This is an optimization exercise on Yosys and OpenROAD, whose aim is small area, not a production implementation. Only simulation tests tie the RTL to the original design; equivalence was not proved. The flow treats the clock pin as an ideal source. Dropping or thinning the clock tree relies on that and would not hold on a real chip. Power and IR drop assume default switching activity.

==> flow/design.v (excerpt) <==
module rhythm_game_top (
	input  wire        max10_clk1_50,
	input  wire        arst_n,
	input  wire        frame_tick,
	input  wire  [7:0] keycode,
	output logic [1:0] state,
	output logic [3:0] lane_hit,
	output logic [3:0] lane_miss,
	output logic [7:0] hit_count,
	output logic [7:0] miss_count,
	output logic [7:0] combo
);
export LEC_CHECK = 0
export ABC_AREA = 1
export CAP_MARGIN = 0
export CORE_MARGIN = 2
export CORE_UTILIZATION = 60
export GPL_TIMING_DRIVEN = 0
export SLEW_MARGIN = 0
create_clock -name core_clock -period 5.0 [get_ports {max10_clk1_50}]
standard.sh (not shown) runs the stock make flow with config.mk's settings and CLKGATE_MAP_FILE= SYNTH_SCRIPT=/design/flow/synth_recipe.tcl, a recipe that flattens the netlist after the stock synthesis.
==> flow/flow/run.sh <==
#!/bin/bash
# The standard layout (standard.sh) with three changes:
#  - synthesis leaves adders to ABC (no extract_fa) and maps the
#    combinational logic with several area-only ABC scripts (flow/abc_*.script),
#    keeping the smallest result; everything else in synthesis, the
#    registers included, is the standard flow's own synthesis script, unchanged
#  - port buffers use the smallest buffer cell
#  - the clock tree uses clkbuf_4 and no dummy loads, and is then replaced
#    (flow/clock_buffers.tcl, run as ORFS's POST_CTS_TCL hook) by two
#    clkbuf_16 fed by the clock port, one for each half of the registers
# The full make output goes to flow_make.log in this folder.
set -euo pipefail
here=$PWD
orig=$(grep -o 'SYNTH_SCRIPT=[^ ]*' standard.sh | head -1 | cut -d= -f2)
cat > flow_synth.tcl <<TCL
proc extract_fa {args} {
  puts "extract_fa skipped"
}
# Map the combinational logic with each of the area-oriented ABC scripts in
# flow/ and keep the smallest result (liberty area of the whole design); the
# registers are mapped before this step and are not touched by it.
proc abc {args} {
  set i [lsearch \$args -script]
  set lib [lindex \$args [expr {[lsearch \$args -liberty] + 1}]]
  set best_area 1e12
  set best ""
  yosys design -save pre_abc
  foreach sc [lsort [glob $here/flow/abc_*.script]] {
    yosys design -load pre_abc
    set a \$args
    lset a [expr {\$i + 1}] \$sc
    if { [catch { yosys abc {*}\$a } err] } {
      puts "ABC script [file tail \$sc] failed: \$err"
      continue
    }
    yosys tee -q -o $here/abc_stat.txt stat -liberty \$lib
    set fh [open $here/abc_stat.txt r]
    set txt [read \$fh]
    close \$fh
    regexp {Chip area for module[^:]*:\s*([0-9.]+)} \$txt -> area
    puts "ABC script [file tail \$sc]: area \$area"
    if { \$area < \$best_area } {
      set best_area \$area
      set best \$sc
      yosys design -save best_abc
    }
  }
  yosys design -load best_abc
  puts "ABC script chosen: [file tail \$best] (area \$best_area)"
}
source $orig
TCL
sed "s#SYNTH_SCRIPT=[^ ]*#SYNTH_SCRIPT=$here/flow_synth.tcl#" standard.sh > flow_standard.sh
export SKIP_REPAIR_TIE_FANOUT=1
export SYNTH_INSBUF=0
export BUFFER_PORTS_ARGS="-buffer_cell sky130_fd_sc_hd__buf_1"
export POST_CTS_TCL=$here/flow/clock_buffers.tcl
export KBUF_N=2
export KBUF_CELL=sky130_fd_sc_hd__clkbuf_16
export CTS_ARGS="-sink_clustering_enable -repair_clock_nets -dont_use_dummy_load -buf_list sky130_fd_sc_hd__clkbuf_4"
bash flow_standard.sh finish > flow_make.log 2>&1
Other scripts of this flow, unchanged in this note and not shown: flow/flow/abc_A3.script, flow/flow/abc_DA0.script, flow/flow/abc_DA1.script, flow/flow/abc_DA5.script, flow/flow/abc_DC0.script, flow/flow/abc_DC1.script, flow/flow/abc_DS0.script, flow/flow/abc_DS1.script, flow/flow/abc_DS2.script, flow/flow/abc_DS3.script, flow/flow/abc_E.script, flow/flow/abc_I.script, flow/flow/abc_M.script, flow/flow/abc_P.script, flow/flow/abc_Q.script, flow/flow/abc_S.script, flow/flow/abc_U.script, flow/flow/abc_V.script, flow/flow/abc_V6.script, flow/flow/abc_W.script, flow/flow/abc_X.script, flow/flow/clock_buffers.tcl
The starting point went through all stages and came out clean.
Change:
--- a/flow/design.v
+++ b/flow/design.v
@@ -145,23 +145,23 @@
 		cv = '0;
 		for (int s = 0; s < 8; s++)
 			cv = cv | ({2{psel[s]}} & v[s]);
 	end
 	always_comb begin
 		case (r)
-			4'd0:             inwin = cv[1] & cv[0];       
+			4'd0:             inwin = (cv == 2'd3);
 			4'd1, 4'd2, 4'd3: inwin = 1'b0;
-			4'd4:             inwin = ~cv[1];              
-			4'd5:             inwin = ~(cv[1] & cv[0]);    
-			4'd15:            inwin = cv[1];               
+			4'd4:             inwin = (cv == 2'd1);
+			4'd5:             inwin = (cv != 2'd3);
+			4'd15:            inwin = (cv != 2'd1);
 			default:          inwin = 1'b1;
 		endcase
 		case (r)
-			4'd0:    fall = cv[1] & cv[0];
-			4'd14:   fall = ~cv[1];
-			4'd15:   fall = cv[1] & ~cv[0];
+			4'd0:    fall = (cv == 2'd3);
+			4'd14:   fall = (cv == 2'd1);
+			4'd15:   fall = (cv == 2'd2);
 			default: fall = 1'b0;
 		endcase
 	end
 	always_comb begin
 		l0 = {4'b0100, 4'b0001, 4'b0000, cand_hi ? 4'b0010 : 4'b1000,
 		      4'b0100, cand_hi ? 4'b0001 : 4'b0010, 4'b0001, cand_hi ? 4'b0010 : 4'b1000};
Effect: The new run went through all stages and came out clean. Fmax falls by 6.0%. Clock skew rises by 0.0079 ns. Register-to-register slack loses 0.28 ns. Critical path depth rises by 1. Setup slack loses 0.28 ns. Synthesized area rises by 0.61%. Power rises by about 3%. Design area rises by 0.81%. Via count rises by 3.6%. Final cell count rises by about 1.3%. First-iteration DRC count falls by 15%.
In every run of this note, the design's own scripts or RTL, not TritonCTS, make the clock network.

========
rhythm_game_top with an RTL version that a note above also has.
Size in the first run: about 360 cells after synthesis, ~60 flip-flops, about 45 I/O pins, ~2900 um^2 of cells after synthesis.
## rhythm_game_top
module rhythm_game_top (
	input  wire        max10_clk1_50,
	input  wire        arst_n,
	input  wire        frame_tick,
	input  wire  [7:0] keycode,
	output logic [1:0] state,
	output logic [3:0] lane_hit,
	output logic [3:0] lane_miss,
	output logic [7:0] hit_count,
	output logic [7:0] miss_count,
	output logic [7:0] combo
);
	localparam logic [1:0] IDLE = 2'd0, PLAYING = 2'd1, DRAIN = 2'd2, DONE = 2'd3;
	logic [2:0] code, key_c;
	logic       key_chg;
	always_comb begin
		case (keycode)
			8'h2C:   code = 3'd1;
			8'h29:   code = 3'd2;
			8'h07:   code = 3'd4;
			8'h09:   code = 3'd5;
			8'h0D:   code = 3'd6;
			8'h0E:   code = 3'd7;
			default: code = 3'd0;
		endcase
	end
	always_ff @(posedge max10_clk1_50 or negedge arst_n) begin
		if (!arst_n) begin
			key_c   <= 3'd0;
			key_chg <= 1'b0;
		end else begin
			key_c   <= code;
			key_chg <= (code != key_c);
		end
	end
	logic       start, stop;
	logic [3:0] press;
	assign start = key_chg && (key_c == 3'd1);
	assign stop  = key_chg && (key_c == 3'd2);
	always_comb
		for (int l = 0; l < 4; l++)
			press[l] = key_chg && (key_c == 3'(4 + l));
	logic restart, clear, clear_q, beat, spawn, busy, go;
	logic [7:0] ticks;           
	logic [7:0] ticks_next;
	logic [3:0] q;               
	logic [3:0] r;               
	assign q  = ticks[7:4];
	assign r  = ticks[3:0];
	assign go = start && (state[1] == state[0]);    
	always_ff @(posedge max10_clk1_50 or negedge arst_n) begin
		if (!arst_n)
			state <= IDLE;
		else if (stop)
			state <= IDLE;
		else if (go)
			state <= PLAYING;
		else if (state == PLAYING && beat && q == 4'd0)    
			state <= DRAIN;
		else if (state == DRAIN && !busy && !spawn)
			state <= DONE;
	end
	always_ff @(posedge max10_clk1_50) begin
		restart <= go;
		clear   <= restart || stop || go;
		clear_q <= clear;
  ...
==> flow/config.mk <==
export PLATFORM = sky130hd
export DESIGN_NAME = rhythm_game_top
export DESIGN_NICKNAME = rhythm_game_top
export VERILOG_FILES = /design/flow/design.v
export SDC_FILE = /design/flow/constraint.sdc
export NUM_CORES = 4
export LEC_CHECK = 0
export ABC_AREA = 1
export CAP_MARGIN = 0
export CORE_MARGIN = 2
export CORE_UTILIZATION = 60
export SLEW_MARGIN = 0
==> flow/constraint.sdc <==
create_clock -name core_clock -period 5.0 [get_ports {max10_clk1_50}]
set_input_delay 1.0000 -clock core_clock [delete_from_list [all_inputs] [get_ports {max10_clk1_50}]]
set_output_delay 1.0000 -clock core_clock [all_outputs]
set_load 0.01 [all_outputs]
==> flow/flow/run.sh <==
#!/bin/bash
# The standard layout (standard.sh) with three changes:
#  - synthesis leaves adders to ABC (no extract_fa) and maps the
#    combinational logic with an area-only ABC script (flow/abc_area.script);
#    everything else in synthesis, the registers included, is the standard flow's own
#    synthesis script, unchanged
#  - port buffers use the smallest buffer cell
#  - the clock tree uses clkbuf_4 and no dummy loads
# The full make output goes to flow_make.log in this folder.
set -euo pipefail
here=$PWD
orig=$(grep -o 'SYNTH_SCRIPT=[^ ]*' standard.sh | head -1 | cut -d= -f2)
cat > flow_synth.tcl <<TCL
proc extract_fa {args} {
  puts "extract_fa skipped"
}
proc abc {args} {
  set i [lsearch \$args -script]
  lset args [expr {\$i + 1}] $here/flow/abc_area.script
  yosys abc {*}\$args
}
source $orig
TCL
sed "s#SYNTH_SCRIPT=[^ ]*#SYNTH_SCRIPT=$here/flow_synth.tcl#" standard.sh > flow_standard.sh
export BUFFER_PORTS_ARGS="-buffer_cell sky130_fd_sc_hd__buf_1"
export CTS_ARGS="-sink_clustering_enable -repair_clock_nets -dont_use_dummy_load -buf_list sky130_fd_sc_hd__clkbuf_4"
bash flow_standard.sh finish > flow_make.log 2>&1
==> flow/flow/abc_area.script <==
strash
balance -l
 resub -K 6 -l
 rewrite -l
 resub -K 6 -N 2 -l
 refactor -l
 resub -K 8 -l
 balance -l
 resub -K 8 -N 2 -l
 rewrite -l
 resub -K 10 -l
 rewrite -z -l
 resub -K 10 -N 2 -l
 balance -l
 resub -K 12 -l
 refactor -z -l
 resub -K 12 -N 2 -l
 rewrite -z -l
 balance -l
dch -f
amap
topo
The starting point finished with timing, DRC and antenna clean.
==> next run, changes <==
--- a/flow/design.v
+++ b/flow/design.v
@@ -125,112 +125,100 @@
 	end
 	always_ff @(posedge max10_clk1_50)
 		ticks <= ticks_next;
 	logic       z, cand_hi;
 	logic [2:0] cslot;
 	logic [1:0] vnew, cv;
 	logic       inwin, fall;
 	logic [7:0][1:0] v;
 	logic [7:0] n0, n1;              
 	logic [7:0][3:0] l0, l1;         
-	logic [7:0] sel, psel, spawn_here, has0, has1, dq;
+	logic [7:0] sel, spawn_here, has0, has1, dq;
 	logic [3:0] cand_alive, hit_v, miss_v, kill;
-	logic       active, notes_clr;
-	assign active    = state[0] ^ state[1];
-	assign notes_clr = (state == IDLE);
 	assign z     = (r == 4'd0);
 	assign cand_hi = state[1];       
 	assign cslot = q[2:0] + (z ? 3'd1 : 3'd2);
 	assign vnew  = {ticks[0] | frame_tick, ~(ticks[0] ^ frame_tick)};
 	always_comb begin
 		cv = '0;
 		for (int s = 0; s < 8; s++)
-			cv = cv | ({2{psel[s]}} & v[s]);
+			cv = cv | ({2{sel[s]}} & v[s]);
 	end
 	always_comb begin
 		case (r)
 			4'd0:             inwin = (cv == 2'd3);
 			4'd1, 4'd2, 4'd3: inwin = 1'b0;
 			4'd4:             inwin = (cv == 2'd1);
 			4'd5:             inwin = (cv != 2'd3);
 			4'd15:            inwin = (cv != 2'd1);
 			default:          inwin = 1'b1;
 		endcase
 		case (r)
 			4'd0:    fall = (cv == 2'd3);
 			4'd14:   fall = (cv == 2'd1);
 			4'd15:   fall = (cv == 2'd2);
 			default: fall = 1'b0;
 		endcase
 	end
 	always_comb begin
-		l0 = {4'b0100, 4'b0001, 4'b0000, cand_hi ? 4'b0010 : 4'b1000,
-		      4'b0100, cand_hi ? 4'b0001 : 4'b0010, 4'b0001, cand_hi ? 4'b0010 : 4'b1000};
+		l0 = {4'b0100, 4'b0001, 4'b0001, cand_hi ? 4'b0010 : 4'b1000,
+		      4'b0100, 4'b0010, 4'b0001, cand_hi ? 4'b0010 : 4'b1000};
 		l1 = {4'b0000, cand_hi ? 4'b1000 : 4'b0010, 4'b0000, 4'b0000,
 		      4'b1000, 4'b0000, 4'b0000, 4'b0000};
 		has0 = {1'b1, 1'b1, q[3], 1'b1, 1'b1, !q[3], 1'b1, 1'b1};    
 		has1 = {1'b0, 1'b1, 1'b0, 1'b0, q[3], 1'b0, 1'b0, 1'b0};
 		for (int s = 0; s < 8; s++) begin
 			dq[s]         = (q[2:0] == 3'(s));
 			spawn_here[s] = spawn && dq[s];
 		end
 		for (int s = 0; s < 8; s++)
 			sel[s] = z ? dq[(s + 7) % 8] : dq[(s + 6) % 8];
-		psel    = sel;
-		psel[2] = cand_hi ? sel[5] : sel[2];
-		psel[5] = 1'b0;
 	end
 	always_comb begin
 		cand_alive = '0;
 		for (int s = 0; s < 8; s++)
-			cand_alive = cand_alive | ({4{psel[s] & n0[s]}} & l0[s]) | ({4{psel[s] & n1[s]}} & l1[s]);
-		hit_v  = press & {4{inwin && active}} & cand_alive;
-		miss_v = ~press & {4{frame_tick && fall && active}} & cand_alive;
+			cand_alive = cand_alive | ({4{sel[s] & n0[s]}} & l0[s]) | ({4{sel[s] & n1[s]}} & l1[s]);
+		hit_v  = press & {4{inwin}} & cand_alive;
+		miss_v = ~press & {4{frame_tick && fall}} & cand_alive;
 		kill   = hit_v | miss_v;
 	end
 	for (genvar s = 0; s < 8; s++) begin : g_slot
 		logic k0, k1;
-		assign k0 = psel[s] && |(kill & l0[s]);
-		assign k1 = psel[s] && |(kill & l1[s]);
+		assign k0 = sel[s] && |(kill & l0[s]);
+		assign k1 = sel[s] && |(kill & l1[s]);
 		if (s == 3 || s == 6) begin : g_two
 			logic [1:0] a;
 			logic [1:0] vs;
-			always_ff @(posedge max10_clk1_50) begin
-				if (notes_clr)
+			always_ff @(posedge max10_clk1_50 or negedge arst_n) begin
+				if (!arst_n)
+					a <= '0;
+				else if (stop)
 					a <= '0;
 				else if (spawn_here[s])
 					a <= {has1[s], has0[s]};
 				else
 					a <= a & ~{k1, k0};
 			end
 			always_ff @(posedge max10_clk1_50)
 				if (spawn_here[s])
 					vs <= vnew;
 			assign n0[s] = a[0];
 			assign n1[s] = a[1];
 			assign v[s]  = vs;
-		end else if (s == 5) begin : g_none
-			assign n0[s] = 1'b0;
-			assign n1[s] = 1'b0;
-			assign v[s]  = 2'd0;
 		end else begin : g_one
 			logic [1:0] vs;
-			logic       load;
-			if (s == 2) begin : g_shared
-				assign load = (spawn_here[2] && has0[2]) || (spawn_here[5] && has0[5]);
-			end else begin : g_own
-				assign load = spawn_here[s] && has0[s];
-			end
-			always_ff @(posedge max10_clk1_50) begin
-				if (notes_clr)
+			always_ff @(posedge max10_clk1_50 or negedge arst_n) begin
+				if (!arst_n)
 					vs <= '0;
-				else if (load)
+				else if (stop)
+					vs <= '0;
+				else if (spawn_here[s] && has0[s])
 					vs <= vnew;
 				else if (k0)
 					vs <= '0;
 			end
 			assign n0[s] = (vs != 2'd0);
 			assign n1[s] = 1'b0;
 			assign v[s]  = vs;
 		end
 	end
 	always_ff @(posedge max10_clk1_50 or negedge arst_n) begin
Effect:
- total power rises by a little under a tenth
- clock power rises by a few percent
- cell count falls slightly
- worst hold slack degrades by 0.0071 ns
- clock skew is about the same
- first-iteration DRC count rises by roughly a tenth
- area after synthesis rises slightly
- routed wire length rises slightly
- combinational power rises by a quarter to a third
- cell area rises slightly
- worst setup slack improves by 0.32 ns
- non-clock buffer count is unchanged

## re-timing with driven ports
In the flow no input, the clock included, has a driving cell. The finished layouts below were timed again as built, in two steps. Step 1, drivers: a clkbuf_16 drives max10_clk1_50 and a buf_2 each remaining input, both assumed. Step 2, shift: input delay + t, output delay - t, t = (earliest + latest rising clock arrival at the registers) / 2. This alone moves slack from input paths to output paths. Slacks: ideal / step 1 / step 2; pairs: ideal / step 1.
| run | t, ns | setup WS [ns] | slew at the worst register clock pin (ns) |
|---|---|---|---|
| the first run of note 1 | 0.214 | 0.612 / 0.612 / 0.612 | 0.11 / 0.11 |
| the second run of note 1 | 0.212 | 0.332 / 0.332 / 0.332 | 0.11 / 0.11 |
| the first run of note 2 | 0.413 | 0.516 / 0.516 / 0.516 | 0.09 / 0.09 |
| the second run of note 2 | 0.414 | 0.834 / 0.834 / 0.834 | 0.10 / 0.10 |
After both steps every run listed still meets setup and hold.
